This is an optimization exercise on Yosys and OpenROAD, whose aim is small area, a short achievable clock period and few clock cycles per item, not a production implementation. Only simulation tests tie the RTL to the original design; equivalence was not proved.

Design stepper_ramp_period_generator, start of the top module:
module stepper_ramp_period_generator (
	input  wire logic        clk,
	input  wire logic        arst_n,
	input  wire logic        s_tvalid,
	output logic             s_tready,
	input  wire logic [31:0] s_tdata,    
	input  wire logic        s_tuser,    
	output logic             m_tvalid,
	input  wire logic        m_tready,
	output logic      [23:0] m_tdata,    
	output logic             m_tlast,    
	input  wire logic        cfg_we,
	input  wire logic [1:0]  cfg_index,
	input  wire logic [55:0] cfg_data
);
Size: about 8,200 cells after synthesis.
export LEC_CHECK = 0
export ABC_AREA = 1
export CAP_MARGIN = 20
export CORE_MARGIN = 2
export CORE_UTILIZATION = 48
export CTS_CLUSTER_DIAMETER = 80
export CTS_CLUSTER_SIZE = 30
export PLACE_DENSITY = 0.65
export SETUP_SLACK_MARGIN = 4.5
export SLEW_MARGIN = 20
export TNS_END_PERCENT = 0
create_clock -name core_clock -period 12.0 [get_ports {clk}]
run.sh (not shown) runs the stock make flow with config.mk's settings and CLKGATE_MAP_FILE= SYNTH_SCRIPT=/design/flow/synth_recipe.tcl, a recipe that flattens the netlist after the stock synthesis.
Testbench counts at the start, summed over its fixed seeds: cycles 84,735, items 21,940.
Then changed:
Settings changed: CORE_UTILIZATION 48 to 45, CTS_CLUSTER_DIAMETER 80 to default, CTS_CLUSTER_SIZE 30 to default, PLACE_DENSITY 0.65 to 0.62.
Register-to-register slack got worse by 0.095 ns.
Via count fell by 0.74%.
Setup slack got worse by 0.095 ns.
Hold slack gains 0.0031 ns.
Non-clock buffer count decreases by 24.
Clock skew rose by 0.021 ns.
Wire length climbs by 2.9%.
Area after synthesis stays the same.
First-iteration DRC count goes down by 9.4%.

---

## v6
Another version of the RTL of stepper_ramp_period_generator (not shown whole).
Size: roughly 440 flip-flops, about 0.061 mm² of cells after synthesis.
export LEC_CHECK = 0
export ABC_AREA = 1
export CAP_MARGIN = 20
export CORE_MARGIN = 2
export CORE_UTILIZATION = 40
export SETUP_SLACK_MARGIN = 5
export SLEW_MARGIN = 20
export TNS_END_PERCENT = 0
create_clock -name core_clock -period 12.0 [get_ports {clk}]
Testbench counts of v6, summed over its fixed seeds: cycles 84,664, items 21,940.
Edits applied to the flow inputs when going from v6 to v7:
Settings: SETUP_SLACK_MARGIN changed from 5 to 4.5.
Having completed the whole flow, v7 delivered a layout that passed the timing, design-rule and antenna checks. The run showing the smaller met3 demand-to-capacity share in global routing is v7. Buffering overhead, v6 and v7: smaller value in v7. Looking at fill cell total of the finished layout, v7 sits 68 above v6. Taking v6 as the reference, in v7 top achievable clock speed now smaller, multi-input combinational cell area went down by 470 µm².

---

rev 12:
stepper_ramp_period_generator with an RTL version that a note above also has.
Size: roughly 8200 cells after synthesis, about 440 flip-flops, about 120 I/O pins, ~0.060 mm2 of cells after synthesis.
==> flow/config.mk <==
export PLATFORM = sky130hd
export DESIGN_NAME = stepper_ramp_period_generator
export DESIGN_NICKNAME = stepper_ramp_period_generator
export VERILOG_FILES = /design/flow/design.v
export SDC_FILE = /design/flow/constraint.sdc
export NUM_CORES = 4
export LEC_CHECK = 0
export ABC_AREA = 1
export CAP_MARGIN = 20
export CORE_MARGIN = 2
export CORE_UTILIZATION = 48
export PLACE_DENSITY = 0.65
export SETUP_SLACK_MARGIN = 4.5
export SLEW_MARGIN = 20
export TNS_END_PERCENT = 0
==> flow/constraint.sdc <==
create_clock -name core_clock -period 12.0 [get_ports {clk}]
set_input_delay 2.4000 -clock core_clock [delete_from_list [all_inputs] [get_ports {clk}]]
set_output_delay 2.4000 -clock core_clock [all_outputs]
set_load 0.01 [all_outputs]
Every stage of the flow completed for rev 12, and the final layout passed the timing, design-rule and antenna checks.
Testbench counts of rev 12, summed over its fixed seeds: cycles 84,735, items 21,940.
diff inputs: rev 12 => rev 13
Settings: removing PLACE_DENSITY (formerly 0.65); changing CORE_UTILIZATION from 48 to 40.
Results
Compared with rev 12, in rev 13 vertical extent of the die picked up an extra 9.4%, global-route wire length before repair went down by 7800 um, non-clock buffer count went up by 12, detailed route wirelength on metal3 fell about 10%.
Rev 13 against rev 12; fmax is up slightly.
Re worst hold slack after final layout: rev 13 is 0.0064 ns up on rev 12.
Worst setup slack on rev 13 is ahead of rev 12.
Rev 12 → rev 13: post-route non-filler standard cell count grew by about 3%.

[what the ideal ports hide]
No port has a modelled driver above. Below, the same layouts with a new extraction and two added sets of constraints. Step 1 (the two cells are an assumption about what drives the block):
set clk [get_ports {clk}]
set_driving_cell -lib_cell sky130_fd_sc_hd__clkbuf_16 $clk
set_driving_cell -lib_cell sky130_fd_sc_hd__buf_2 [delete_from_list [all_inputs] $clk]
Step 2 times the ports against the registers' clock, not the clock port: input delays grow and output delays shrink by t, the midpoint of the rising clock arrivals with the driver on. Slacks: no drivers / after step 1 / after step 2; pairs: no drivers / after step 1.
run	t (ns)	slack for setup (ns)	worst setup path at the end	worst data-port slew with drivers (ns)
the first run of note 1	0.739	4.509 / 4.509 / 3.950	input to register	0.10
the second run of note 1	0.780	4.414 / 4.414 / 3.932	input to register	0.12
v6	0.749	4.509 / 4.509 / 4.097	input to register	0.06
v7	0.788	4.423 / 4.423 / 3.777	input to register	0.08
rev 12	0.759	4.434 / 4.434 / 3.945	input to register	0.10
rev 13	0.740	4.521 / 4.521 / 3.939	input to register	0.09
After both steps setup and hold are still met in every run listed. The setup slack of v7, which loses most, moves by 0.000 ns with the drivers and by -0.646 ns with both steps.
